What follows belongs to an exercise in optimizing a design on an open flow for small area, a short achievable clock period and few clock cycles; a production flow would make more cautious choices.
Function not checked in this run: the RTL went through the layout flow alone.

**design.v**
```verilog
module wn_dot #(
   parameter int unsigned NCH  = 16,
   parameter int unsigned DW   = 8,
   parameter int unsigned AW   = 4,
   parameter int unsigned ACCW = 2*DW+AW,
   parameter int unsigned OW   = DW
) (
   input  logic                     clk,
   input  logic                     xrst,
   input  logic                     start,
   input  logic [AW-1:0]            len,
   input  logic                     relu,
   output logic [AW-1:0]            x_raddr,
   input  logic signed [DW-1:0]     x_rdata,
   output logic [NCH*AW-1:0]        w_raddr,
   input  logic signed [NCH*DW-1:0] w_rdata,
   output logic [NCH*OW-1:0]        y,
   output logic                     busy,
   output logic                     finish
);
   localparam logic [ACCW-1:0] K_TERM = 20'hfab00;
   localparam int unsigned NCOPY = 4;
   localparam int unsigned SPLIT = 0;
   logic          r_busy;
   logic          r_run;       
   logic [AW-1:0] r_addr;
   logic [AW-1:0] r_len_m1;
   logic          r_relu;
   logic          r_first1, r_first2;
   logic          r_last1, r_last2;
   logic          r_finish;
   logic [ACCW-1:0] r_pre;     
   logic w_accept, w_fetch, w_last;
   assign w_accept = start & ~r_busy;
   assign w_fetch  = w_accept | r_run;
   assign w_last   = w_accept ? (len == AW'(1)) : (r_run & (r_addr == r_len_m1));
   always_ff @(posedge clk or negedge xrst) begin
      if (!xrst) begin
         r_busy   <= 1'b0;
         r_run    <= 1'b0;
         r_addr   <= '0;
         r_len_m1 <= '0;
         r_relu   <= 1'b0;
         r_first1 <= 1'b0;
         r_first2 <= 1'b0;
         r_last1  <= 1'b0;
         r_last2  <= 1'b0;
         r_finish <= 1'b0;
      end else begin
         r_busy   <= w_accept | (r_busy & ~r_last2);
         r_run    <= w_fetch & ~w_last;
         r_addr   <= (w_fetch & ~w_last) ? r_addr + AW'(1) : '0;
         if (w_accept) begin
            r_len_m1 <= len - AW'(1);
            r_relu   <= relu;
         end
         r_first1 <= w_accept;
         r_first2 <= r_first1;
         r_last1  <= w_last;
         r_last2  <= r_last1;
         r_finish <= r_last2;
      end
   end
   always_ff @(posedge clk) begin
      if (w_accept) r_pre <= ACCW'({len == '0, len}) * K_TERM;
   end
   logic [3:0] w_one, w_two, w_neg;
   always_comb begin
      for (int k = 0; k < 4; k++) begin
         logic b2, b1, b0;
         b2 = x_rdata[2*k+1];
         b1 = x_rdata[2*k];
         b0 = (k == 0) ? 1'b0 : x_rdata[2*k-1];
         w_one[k] = b1 ^ b0;
         w_two[k] = (b2 & ~b1 & ~b0) | (~b2 & b1 & b0);
         w_neg[k] = b2;
      end
   end
   logic [3:0] r_one0, r_two0, r_neg0;
   always_ff @(posedge clk) begin
      r_one0 <= w_one;
      r_two0 <= w_two;
      r_neg0 <= w_neg;
   end
   logic [3:0] r_one1, r_two1, r_neg1;
   always_ff @(posedge clk) begin
      r_one1 <= w_one;
      r_two1 <= w_two;
      r_neg1 <= ~w_neg;
   end
   logic [3:0] r_one2, r_two2, r_neg2;
   always_ff @(posedge clk) begin
      r_one2 <= w_one;
      r_two2 <= ~w_two;
      r_neg2 <= w_neg;
   end
   logic [3:0] r_one3, r_two3, r_neg3;
   always_ff @(posedge clk) begin
      r_one3 <= w_one;
      r_two3 <= ~w_two;
      r_neg3 <= ~w_neg;
   end
   logic [DW-1:0]   r_w   [NCH];
   logic [ACCW-1:0] r_acc [NCH];    
   logic [ACCW-1:0] w_sum [NCH];
   for (genvar c = 0; c < NCH; c++) begin : g_ch
      logic [ACCW-1:0] w_ain;
      logic [3:0]      w_c_one, w_c_two, w_c_neg;
      assign w_ain = r_first2 ? r_pre : r_acc[c];
      always_comb begin
         if (c / (NCH / NCOPY) == 0) begin
            w_c_one = r_one0;
            w_c_two = r_two0;
            w_c_neg = r_neg0;
         end
         else if (c / (NCH / NCOPY) == 1) begin
            w_c_one = r_one1;
            w_c_two = r_two1;
            w_c_neg = ~r_neg1;
         end
         else if (c / (NCH / NCOPY) == 2) begin
            w_c_one = r_one2;
            w_c_two = ~r_two2;
            w_c_neg = r_neg2;
         end
         else if (c / (NCH / NCOPY) == 3) begin
            w_c_one = r_one3;
            w_c_two = ~r_two3;
            w_c_neg = ~r_neg3;
         end
         else begin
            w_c_one = r_one0;
            w_c_two = r_two0;
            w_c_neg = r_neg0;
         end
      end
      wn_dot_mac u_mac (.i_one(w_c_one), .i_two(w_c_two), .i_neg(w_c_neg), .i_w(r_w[c]),
                        .i_acc(w_ain), .o_sum(w_sum[c]));
      always_ff @(posedge clk) begin
         r_w[c]   <= w_rdata[c*DW +: DW];
         r_acc[c] <= w_sum[c];
      end
   end
   always_comb begin
      for (int c = 0; c < NCH; c++) begin
         logic [ACCW-1:0] a;
         a = r_acc[c];
         if (r_relu && a[ACCW-1])                                y[c*OW +: OW] = '0;
         else if (a[ACCW-1:OW-1] == '0 || a[ACCW-1:OW-1] == '1) y[c*OW +: OW] = a[OW-1:0];
         else if (a[ACCW-1])                                     y[c*OW +: OW] = {1'b1, {(OW-1){1'b0}}};
         else                                                    y[c*OW +: OW] = {1'b0, {(OW-1){1'b1}}};
      end
   end
   assign x_raddr = r_addr;
   assign w_raddr = {NCH{r_addr}};
   assign busy    = r_busy;
   assign finish  = r_finish;
endmodule
module wn_dot_mac (
   input  logic [3:0]  i_one,    
   input  logic [3:0]  i_two,    
   input  logic [3:0]  i_neg,    
   input  logic [7:0]  i_w,
   input  logic [19:0] i_acc,
   output logic [19:0] o_sum
);
   logic s1, c1;
   logic s2, c2;
   logic s3, c3;
   logic s4, c4;
   logic s5, c5;
   logic s6, c6;
   logic s7, c7;
   logic s8, c8;
   logic s9, c9;
   logic s10, c10;
   logic s11, c11;
   logic s12, c12;
   logic s13, c13;
   logic s14, c14;
   logic s15, c15;
   logic s16, c16;
   logic s17, c17;
   logic s18, c18;
   logic s19, c19;
   logic s20, c20;
   logic s21, c21;
   logic s22, c22;
   logic s23, c23;
   logic s24, c24;
   logic s25, c25;
   logic s26, c26;
   logic s27, c27;
   logic s28, c28;
   logic s29, c29;
   logic s30, c30;
   logic s31, c31;
   logic s32, c32;
   logic s33, c33;
   logic s34, c34;
   logic s35, c35;
   logic s36, c36;
   assign s1 = i_acc[0] ^ i_neg[0];
   assign c1 = i_acc[0] & i_neg[0];
   assign s2 = i_acc[1] ^ c1;
   assign c2 = i_acc[1] & c1;
   assign s3 = i_acc[2] ^ i_neg[1] ^ (i_neg[0] ^ ((i_one[0] & i_w[2]) | (i_two[0] & i_w[1])));
   assign c3 = (i_acc[2] & i_neg[1]) | (i_acc[2] & (i_neg[0] ^ ((i_one[0] & i_w[2]) | (i_two[0] & i_w[1])))) | (i_neg[1] & (i_neg[0] ^ ((i_one[0] & i_w[2]) | (i_two[0] & i_w[1]))));
   assign s4 = (i_neg[1] ^ (i_one[1] & i_w[0])) ^ c2;
   assign c4 = (i_neg[1] ^ (i_one[1] & i_w[0])) & c2;
   assign s5 = i_acc[3] ^ (i_neg[0] ^ ((i_one[0] & i_w[3]) | (i_two[0] & i_w[2]))) ^ (i_neg[1] ^ ((i_one[1] & i_w[1]) | (i_two[1] & i_w[0])));
   assign c5 = (i_acc[3] & (i_neg[0] ^ ((i_one[0] & i_w[3]) | (i_two[0] & i_w[2])))) | (i_acc[3] & (i_neg[1] ^ ((i_one[1] & i_w[1]) | (i_two[1] & i_w[0])))) | ((i_neg[0] ^ ((i_one[0] & i_w[3]) | (i_two[0] & i_w[2]))) & (i_neg[1] ^ ((i_one[1] & i_w[1]) | (i_two[1] & i_w[0]))));
   assign s6 = c3 ^ c4;
   assign c6 = c3 & c4;
   assign s7 = i_acc[4] ^ i_neg[2] ^ (i_neg[0] ^ ((i_one[0] & i_w[4]) | (i_two[0] & i_w[3])));
   assign c7 = (i_acc[4] & i_neg[2]) | (i_acc[4] & (i_neg[0] ^ ((i_one[0] & i_w[4]) | (i_two[0] & i_w[3])))) | (i_neg[2] & (i_neg[0] ^ ((i_one[0] & i_w[4]) | (i_two[0] & i_w[3]))));
   assign s8 = (i_neg[1] ^ ((i_one[1] & i_w[2]) | (i_two[1] & i_w[1]))) ^ (i_neg[2] ^ (i_one[2] & i_w[0])) ^ c5;
   assign c8 = ((i_neg[1] ^ ((i_one[1] & i_w[2]) | (i_two[1] & i_w[1]))) & (i_neg[2] ^ (i_one[2] & i_w[0]))) | ((i_neg[1] ^ ((i_one[1] & i_w[2]) | (i_two[1] & i_w[1]))) & c5) | ((i_neg[2] ^ (i_one[2] & i_w[0])) & c5);
   assign s9 = s7 ^ c6;
   assign c9 = s7 & c6;
   assign s10 = i_acc[5] ^ (i_neg[0] ^ ((i_one[0] & i_w[5]) | (i_two[0] & i_w[4]))) ^ (i_neg[1] ^ ((i_one[1] & i_w[3]) | (i_two[1] & i_w[2])));
   assign c10 = (i_acc[5] & (i_neg[0] ^ ((i_one[0] & i_w[5]) | (i_two[0] & i_w[4])))) | (i_acc[5] & (i_neg[1] ^ ((i_one[1] & i_w[3]) | (i_two[1] & i_w[2])))) | ((i_neg[0] ^ ((i_one[0] & i_w[5]) | (i_two[0] & i_w[4]))) & (i_neg[1] ^ ((i_one[1] & i_w[3]) | (i_two[1] & i_w[2]))));
   assign s11 = (i_neg[2] ^ ((i_one[2] & i_w[1]) | (i_two[2] & i_w[0]))) ^ c7 ^ s10;
   assign c11 = ((i_neg[2] ^ ((i_one[2] & i_w[1]) | (i_two[2] & i_w[0]))) & c7) | ((i_neg[2] ^ ((i_one[2] & i_w[1]) | (i_two[2] & i_w[0]))) & s10) | (c7 & s10);
   assign s12 = c8 ^ c9;
   assign c12 = c8 & c9;
   assign s13 = i_acc[6] ^ i_neg[3] ^ (i_neg[0] ^ ((i_one[0] & i_w[6]) | (i_two[0] & i_w[5])));
   assign c13 = (i_acc[6] & i_neg[3]) | (i_acc[6] & (i_neg[0] ^ ((i_one[0] & i_w[6]) | (i_two[0] & i_w[5])))) | (i_neg[3] & (i_neg[0] ^ ((i_one[0] & i_w[6]) | (i_two[0] & i_w[5]))));
   assign s14 = (i_neg[1] ^ ((i_one[1] & i_w[4]) | (i_two[1] & i_w[3]))) ^ (i_neg[2] ^ ((i_one[2] & i_w[2]) | (i_two[2] & i_w[1]))) ^ (i_neg[3] ^ (i_one[3] & i_w[0]));
   assign c14 = ((i_neg[1] ^ ((i_one[1] & i_w[4]) | (i_two[1] & i_w[3]))) & (i_neg[2] ^ ((i_one[2] & i_w[2]) | (i_two[2] & i_w[1])))) | ((i_neg[1] ^ ((i_one[1] & i_w[4]) | (i_two[1] & i_w[3]))) & (i_neg[3] ^ (i_one[3] & i_w[0]))) | ((i_neg[2] ^ ((i_one[2] & i_w[2]) | (i_two[2] & i_w[1]))) & (i_neg[3] ^ (i_one[3] & i_w[0])));
   assign s15 = c10 ^ s13 ^ s14;
   assign c15 = (c10 & s13) | (c10 & s14) | (s13 & s14);
   assign s16 = c11 ^ s15;
   assign c16 = c11 & s15;
   assign s17 = i_acc[7] ^ (i_neg[0] ^ ((i_one[0] & i_w[7]) | (i_two[0] & i_w[6]))) ^ (i_neg[1] ^ ((i_one[1] & i_w[5]) | (i_two[1] & i_w[4])));
   assign c17 = (i_acc[7] & (i_neg[0] ^ ((i_one[0] & i_w[7]) | (i_two[0] & i_w[6])))) | (i_acc[7] & (i_neg[1] ^ ((i_one[1] & i_w[5]) | (i_two[1] & i_w[4])))) | ((i_neg[0] ^ ((i_one[0] & i_w[7]) | (i_two[0] & i_w[6]))) & (i_neg[1] ^ ((i_one[1] & i_w[5]) | (i_two[1] & i_w[4]))));
   assign s18 = (i_neg[2] ^ ((i_one[2] & i_w[3]) | (i_two[2] & i_w[2]))) ^ (i_neg[3] ^ ((i_one[3] & i_w[1]) | (i_two[3] & i_w[0]))) ^ c13;
   assign c18 = ((i_neg[2] ^ ((i_one[2] & i_w[3]) | (i_two[2] & i_w[2]))) & (i_neg[3] ^ ((i_one[3] & i_w[1]) | (i_two[3] & i_w[0])))) | ((i_neg[2] ^ ((i_one[2] & i_w[3]) | (i_two[2] & i_w[2]))) & c13) | ((i_neg[3] ^ ((i_one[3] & i_w[1]) | (i_two[3] & i_w[0]))) & c13);
   assign s19 = c14 ^ s17 ^ c15;
   assign c19 = (c14 & s17) | (c14 & c15) | (s17 & c15);
   assign s20 = s18 ^ c16;
   assign c20 = s18 & c16;
   assign s21 = i_acc[8] ^ ~(i_neg[0] ^ ((i_one[0] & i_w[7]) | (i_two[0] & i_w[7]))) ^ (i_neg[1] ^ ((i_one[1] & i_w[6]) | (i_two[1] & i_w[5])));
   assign c21 = (i_acc[8] & ~(i_neg[0] ^ ((i_one[0] & i_w[7]) | (i_two[0] & i_w[7])))) | (i_acc[8] & (i_neg[1] ^ ((i_one[1] & i_w[6]) | (i_two[1] & i_w[5])))) | (~(i_neg[0] ^ ((i_one[0] & i_w[7]) | (i_two[0] & i_w[7]))) & (i_neg[1] ^ ((i_one[1] & i_w[6]) | (i_two[1] & i_w[5]))));
   assign s22 = (i_neg[2] ^ ((i_one[2] & i_w[4]) | (i_two[2] & i_w[3]))) ^ (i_neg[3] ^ ((i_one[3] & i_w[2]) | (i_two[3] & i_w[1]))) ^ c17;
   assign c22 = ((i_neg[2] ^ ((i_one[2] & i_w[4]) | (i_two[2] & i_w[3]))) & (i_neg[3] ^ ((i_one[3] & i_w[2]) | (i_two[3] & i_w[1])))) | ((i_neg[2] ^ ((i_one[2] & i_w[4]) | (i_two[2] & i_w[3]))) & c17) | ((i_neg[3] ^ ((i_one[3] & i_w[2]) | (i_two[3] & i_w[1]))) & c17);
   assign s23 = s21 ^ c18 ^ s22;
   assign c23 = (s21 & c18) | (s21 & s22) | (c18 & s22);
   assign s24 = c19 ^ s23;
   assign c24 = c19 & s23;
   assign s25 = i_acc[9] ^ (i_neg[1] ^ ((i_one[1] & i_w[7]) | (i_two[1] & i_w[6]))) ^ (i_neg[2] ^ ((i_one[2] & i_w[5]) | (i_two[2] & i_w[4])));
   assign c25 = (i_acc[9] & (i_neg[1] ^ ((i_one[1] & i_w[7]) | (i_two[1] & i_w[6])))) | (i_acc[9] & (i_neg[2] ^ ((i_one[2] & i_w[5]) | (i_two[2] & i_w[4])))) | ((i_neg[1] ^ ((i_one[1] & i_w[7]) | (i_two[1] & i_w[6]))) & (i_neg[2] ^ ((i_one[2] & i_w[5]) | (i_two[2] & i_w[4]))));
   assign s26 = (i_neg[3] ^ ((i_one[3] & i_w[3]) | (i_two[3] & i_w[2]))) ^ c21 ^ s25;
   assign c26 = ((i_neg[3] ^ ((i_one[3] & i_w[3]) | (i_two[3] & i_w[2]))) & c21) | ((i_neg[3] ^ ((i_one[3] & i_w[3]) | (i_two[3] & i_w[2]))) & s25) | (c21 & s25);
   assign s27 = c22 ^ s26 ^ c23;
   assign c27 = (c22 & s26) | (c22 & c23) | (s26 & c23);
   assign s28 = i_acc[10] ^ ~(i_neg[1] ^ ((i_one[1] & i_w[7]) | (i_two[1] & i_w[7]))) ^ (i_neg[2] ^ ((i_one[2] & i_w[6]) | (i_two[2] & i_w[5])));
   assign c28 = (i_acc[10] & ~(i_neg[1] ^ ((i_one[1] & i_w[7]) | (i_two[1] & i_w[7])))) | (i_acc[10] & (i_neg[2] ^ ((i_one[2] & i_w[6]) | (i_two[2] & i_w[5])))) | (~(i_neg[1] ^ ((i_one[1] & i_w[7]) | (i_two[1] & i_w[7]))) & (i_neg[2] ^ ((i_one[2] & i_w[6]) | (i_two[2] & i_w[5]))));
   assign s29 = (i_neg[3] ^ ((i_one[3] & i_w[4]) | (i_two[3] & i_w[3]))) ^ c25 ^ s28;
   assign c29 = ((i_neg[3] ^ ((i_one[3] & i_w[4]) | (i_two[3] & i_w[3]))) & c25) | ((i_neg[3] ^ ((i_one[3] & i_w[4]) | (i_two[3] & i_w[3]))) & s28) | (c25 & s28);
   assign s30 = c26 ^ s29;
   assign c30 = c26 & s29;
   assign s31 = i_acc[11] ^ (i_neg[2] ^ ((i_one[2] & i_w[7]) | (i_two[2] & i_w[6]))) ^ (i_neg[3] ^ ((i_one[3] & i_w[5]) | (i_two[3] & i_w[4])));
   assign c31 = (i_acc[11] & (i_neg[2] ^ ((i_one[2] & i_w[7]) | (i_two[2] & i_w[6])))) | (i_acc[11] & (i_neg[3] ^ ((i_one[3] & i_w[5]) | (i_two[3] & i_w[4])))) | ((i_neg[2] ^ ((i_one[2] & i_w[7]) | (i_two[2] & i_w[6]))) & (i_neg[3] ^ ((i_one[3] & i_w[5]) | (i_two[3] & i_w[4]))));
   assign s32 = c28 ^ s31 ^ c29;
   assign c32 = (c28 & s31) | (c28 & c29) | (s31 & c29);
   assign s33 = i_acc[12] ^ ~(i_neg[2] ^ ((i_one[2] & i_w[7]) | (i_two[2] & i_w[7]))) ^ (i_neg[3] ^ ((i_one[3] & i_w[6]) | (i_two[3] & i_w[5])));
   assign c33 = (i_acc[12] & ~(i_neg[2] ^ ((i_one[2] & i_w[7]) | (i_two[2] & i_w[7])))) | (i_acc[12] & (i_neg[3] ^ ((i_one[3] & i_w[6]) | (i_two[3] & i_w[5])))) | (~(i_neg[2] ^ ((i_one[2] & i_w[7]) | (i_two[2] & i_w[7]))) & (i_neg[3] ^ ((i_one[3] & i_w[6]) | (i_two[3] & i_w[5]))));
   assign s34 = c31 ^ s33;
   assign c34 = c31 & s33;
   assign s35 = i_acc[13] ^ (i_neg[3] ^ ((i_one[3] & i_w[7]) | (i_two[3] & i_w[6]))) ^ c33;
   assign c35 = (i_acc[13] & (i_neg[3] ^ ((i_one[3] & i_w[7]) | (i_two[3] & i_w[6])))) | (i_acc[13] & c33) | ((i_neg[3] ^ ((i_one[3] & i_w[7]) | (i_two[3] & i_w[6]))) & c33);
   assign s36 = i_acc[14] ^ ~(i_neg[3] ^ ((i_one[3] & i_w[7]) | (i_two[3] & i_w[7])));
   assign c36 = i_acc[14] & ~(i_neg[3] ^ ((i_one[3] & i_w[7]) | (i_two[3] & i_w[7])));
   logic [19:0] w_ra, w_rb;
   assign w_ra = {i_acc[19], i_acc[18], i_acc[17], i_acc[16], i_acc[15], s36, c34, s34, c30, s30, c24, c20, s19, c12, s11, s8, s5, s3, (i_neg[0] ^ ((i_one[0] & i_w[1]) | (i_two[0] & i_w[0]))), (i_neg[0] ^ (i_one[0] & i_w[0]))};
   assign w_rb = {1'b0, 1'b0, 1'b0, 1'b0, c36, c35, s35, c32, s32, c27, s27, s24, s20, s16, s12, s9, s6, s4, s2, s1};
   assign o_sum = w_ra + w_rb;
endmodule
```
**run.sh**
```bash
#!/bin/bash
# synth_recipe.tcl (not shown) runs the flow's synth.tcl, then flattens the netlist and writes it again
# the make line also repeats each setting of config.mk as NAME=value (left out here)
make -C /OpenROAD-flow-scripts/flow DESIGN_CONFIG=/design/flow/config.mk WORK_HOME=/design/flow/orfs CLKGATE_MAP_FILE= SYNTH_SCRIPT=/design/flow/synth_recipe.tcl finish
```
**config.mk**
```make
export PLATFORM = sky130hd
export DESIGN_NAME = wn_dot
export DESIGN_NICKNAME = wn_dot
export VERILOG_FILES = /design/flow/design.v
export SDC_FILE = /design/flow/constraint.sdc
export NUM_CORES = 4
export LEC_CHECK = 0
export ABC_AREA = 1
export CAP_MARGIN = 20
export CORE_MARGIN = 2
export CORE_UTILIZATION = 40
export SETUP_SLACK_MARGIN = 3.5
export SLEW_MARGIN = 20
```
**constraint.sdc**
```tcl
create_clock -name core_clock -period 8.0 [get_ports {clk}]
set_input_delay 1.6000 -clock core_clock [delete_from_list [all_inputs] [get_ports {clk}]]
set_output_delay 1.6000 -clock core_clock [all_outputs]
set_load 0.01 [all_outputs]
```
==> run summary <==
layout make-up:
cell class	count	area (sq um)	area share
Sequential cell	496	10200	0.161
Clock buffer	97	1980	0.0314
Clock inverter	28	278	0.00439
Tap cell	1781	2230	0.0352
Inverter	1324	5130	0.0811
Timing Repair inverter	8	77.6	0.00123
Multi-Input combinational cell	5561	38500	0.609
Antenna cell	1	2.50	0.0000396
Timing Repair Buffer	447	4880	0.0771
repair_timing:
action | CTS | global route
endpoints found under the setup margin | 281 | 163
pin swaps | 0 | 3
gates resized for setup | 75 | 120
buffers inserted | 8 | 23
gates cloned | 5 | 15
metrics by stage:
| stage | instance area (sq um) | hold slack (ns) | instances |
|---|---|---|---|
| 2_1_floorplan | 54900 | 0.331 | 7661 |
| 3_3_place_gp | 59600 | 0.338 | 9566 |
| 3_5_place_dp | 59600 | 0.339 | 9566 |
| 4_1_cts | 62300 | 0.355 | 9704 |
| 5_1_grt | 63200 | 0.365 | 9742 |
| 6_report | 63200 | 0.354 | 9743 |
how the worst max path moves through the flow:
stage                      start            end  depth (start not counted)
floorplan                 len[0]      r_pre[17]                         17
global placement          len[0]      r_pre[17]                         18
detailed placement        len[0]      r_pre[17]                         18
CTS                    r_two2[1]  r_acc[11][15]                         19
global route        r_acc[3][19]          y[28]                          7
finish              r_acc[3][19]          y[26]                          7
critical path, delay by kind of cell, from the launching register on:
family                 cells  cell delay [ns]
and+or+nand+nor            5             0.99
DFF                        1             0.37
buffers and inverters      2             0.74
sequential cells by signal (all words and copies together) (netlist names):
register  cells
r_relu        1
r_len_m1      4
r_busy        1
r_run         1
r_pre        12
r_two2        4
r_first2      1
r_last1       1
r_one0        4
r_two0        4
r_neg0        4
r_addr        4
r_neg1        4
r_w         128
r_acc       320
r_last2       1
r_first1      1
r_finish      1
metal layers:
metal,up-vias,share of wire,track usage
met5,-,0.000065,0
met2,2177,0.43,0.427
met4,2,0.049,0.112
li1,24700,-,-
met3,480,0.093,0.0579
met1,24600,0.42,0.361
synth_stat cells (all sizes together):
master	n	area (sq um)
fa	405	8110
nand4	64	400
ha	474	5930
nor3b	4	45.1
buf	225	1320
nor4	41	257
xnor2	61	534
a31oi	2	12.5
nor3	41	210
or2	5	31.3
nand2	1852	7040
nand3	450	2270
inv	1318	4950
o21bai	1	7.51
a21oi	290	1450
o21ai	117	668
clkinv	6	22.5
xor2	697	6100
edfxtp	12	360
clkbuf	55	206
and2	3	18.8
dfrtp	16	400
dfxtp	468	9370
nand3b	15	113
o22ai	448	2800
o21a	1	7.51
a21o	19	143
nor2	571	2150
cells by family after synthesis:
logic type	after synthesis
DFF	496
adders and majority gates	879
AOI/OAI and AO/OA	878
buffers and inverters	1604
and+or+nand+nor	3046
xor gates and xnor gates	758
==> impl_metrics.env <==
export IMPL_drv_cap=0
export IMPL_synth_simple_area_share=0.228
export IMPL_final_cell_mix="nand2_1, inv_1, xor2_1, nor2_1, ha_1"
export IMPL_grt_max_degree=65
export IMPL_worst_slew_pin_slew_ns=1.16
export IMPL_regToRegSetupSlack_ns=3.62
export IMPL_ios=342
export IMPL_seq_area_frac_synth=0.184
export IMPL_min_to="r_last2"
export IMPL_slew_headroom=0.223
export IMPL_hold_class="flop to flop"
export IMPL_core_sq_um=136000
export IMPL_die_h_um=375
export IMPL_syn_num_nets=8684
export IMPL_cp_arrival_ns=2.80
export IMPL_synthAdderAreaFrac=0.256
export IMPL_synth_distinct_cells=43
export IMPL_layout_drive_gt1_share=0.0443
export IMPL_htreeDepth=3
export IMPL_fin_crit_sh=0.550
export IMPL_ys_ff_latch=496
export IMPL_drtAntennaViolNets=0
export IMPL_min_path_cells=0
export IMPL_area_growth_pct=15.1
export IMPL_cp_start_kind="flop"
export IMPL_hold_violations=0
export IMPL_cts_sinks=496
export IMPL_critical_path_class="flop to output pin"
export IMPL_path_cells="inv_1, nor4_2, nand3_1, nand2_2, nand2_1, nand2_1, clkdlybuf4s50_1"
export IMPL_final_util=0.465
export IMPL_grtUsageTotal=0.272
export IMPL_cts_clk_slew_worst_paths_ns=0.06
export IMPL_slowest_stage="clkdlybuf4s50_1"
export IMPL_dr_pass1_iters=6
export IMPL_wirelength_um=201000
export IMPL_synthXorXnorAreaFrac=0.121
export IMPL_via_count=51900
export IMPL_reg2reg_from="r_first2"
export IMPL_crit_top_cell="nand2_1"
export IMPL_clk_path_buf_depth=3
export IMPL_rsz0062_at_grt="false"
export IMPL_max_clock_freq_mhz=227
export IMPL_min_delay_start="r_last1"
export IMPL_synth_top_family_by_area="adder cells"
export IMPL_start_util=0.404
export IMPL_grt_antenna_before_repair=9
export IMPL_cp_end_kind="output pin"
export IMPL_port_buffers=341
export IMPL_yosysWarningCount=6
export IMPL_reg2regPathDepth=14
export IMPL_critPathMaxFanout=7
export IMPL_fill_cells=13800
export IMPL_final_common_cell="nand2_1"
export IMPL_grt_pass1_vias=50600
export IMPL_numCtsBuffers=70
export IMPL_synth_compound_area_frac=0.0927
export IMPL_gp_congestion=0.931
export IMPL_syn_area_sq_um=54900
export IMPL_min_period_ns=4.40
export IMPL_worst_slack_ns=3.60
export IMPL_synthCells=7661
export IMPL_outcome="no timing/DRC/antenna violations"
export IMPL_syn_avg_cell_area_sq_um=7.17
export IMPL_holdBufCountCts=0
export IMPL_gr_total_overflow=0
export IMPL_slowest_delay_ns=0.59
export IMPL_grt_pass1_wl_um=296000
export IMPL_final_nets=8931
export IMPL_chipWidth_um=375
export IMPL_setup_tns_ns=0
export IMPL_drc=0
export IMPL_worstPathRequired_ns=6.40
export IMPL_maxSlewViolCount=0
export IMPL_cts_tree="done"
export IMPL_place_ws_ns=2.37
export IMPL_drt_iter0_drc=4765
export IMPL_dieArea_sq_um=140000
export IMPL_root_buffer="clkbuf_16"
export IMPL_clock_skew_ns=0.0419
export IMPL_clkLatencyLatePin_ns=0.70
export IMPL_finalSetupViolCount=0
export IMPL_wire_per_inst_um=20.6
export IMPL_reg2reg_to="r_acc[8][18]"
export IMPL_fp_row_count=135
export IMPL_viasPerCell=5.32
export IMPL_muxShareOfSynthArea=0
export IMPL_dpl_hpwl_um=140000

==> separate check: timing with driven ports <==
How much do the figures lean on ideal ports? The routed layout below was timed once more, with nothing changed but the port constraints. Step 1 assumes that a clkbuf_16 drives the clock port and a buf_2 every other input. Step 2, shift: input delay + t, output delay - t, t = (earliest + latest rising clock arrival at the registers) / 2. This alone moves slack from input paths to output paths. Slacks: no drivers / after step 1 / after step 2; pairs: no drivers / after step 1.
t (ns): 0.754
setup slack, ns: 3.604 / 3.525 / 3.063
cell pins on the clock port's net: 1
After both steps setup and hold are still met in this run. The setup slack of this run moves by -0.079 ns with the drivers and by -0.541 ns with both steps.
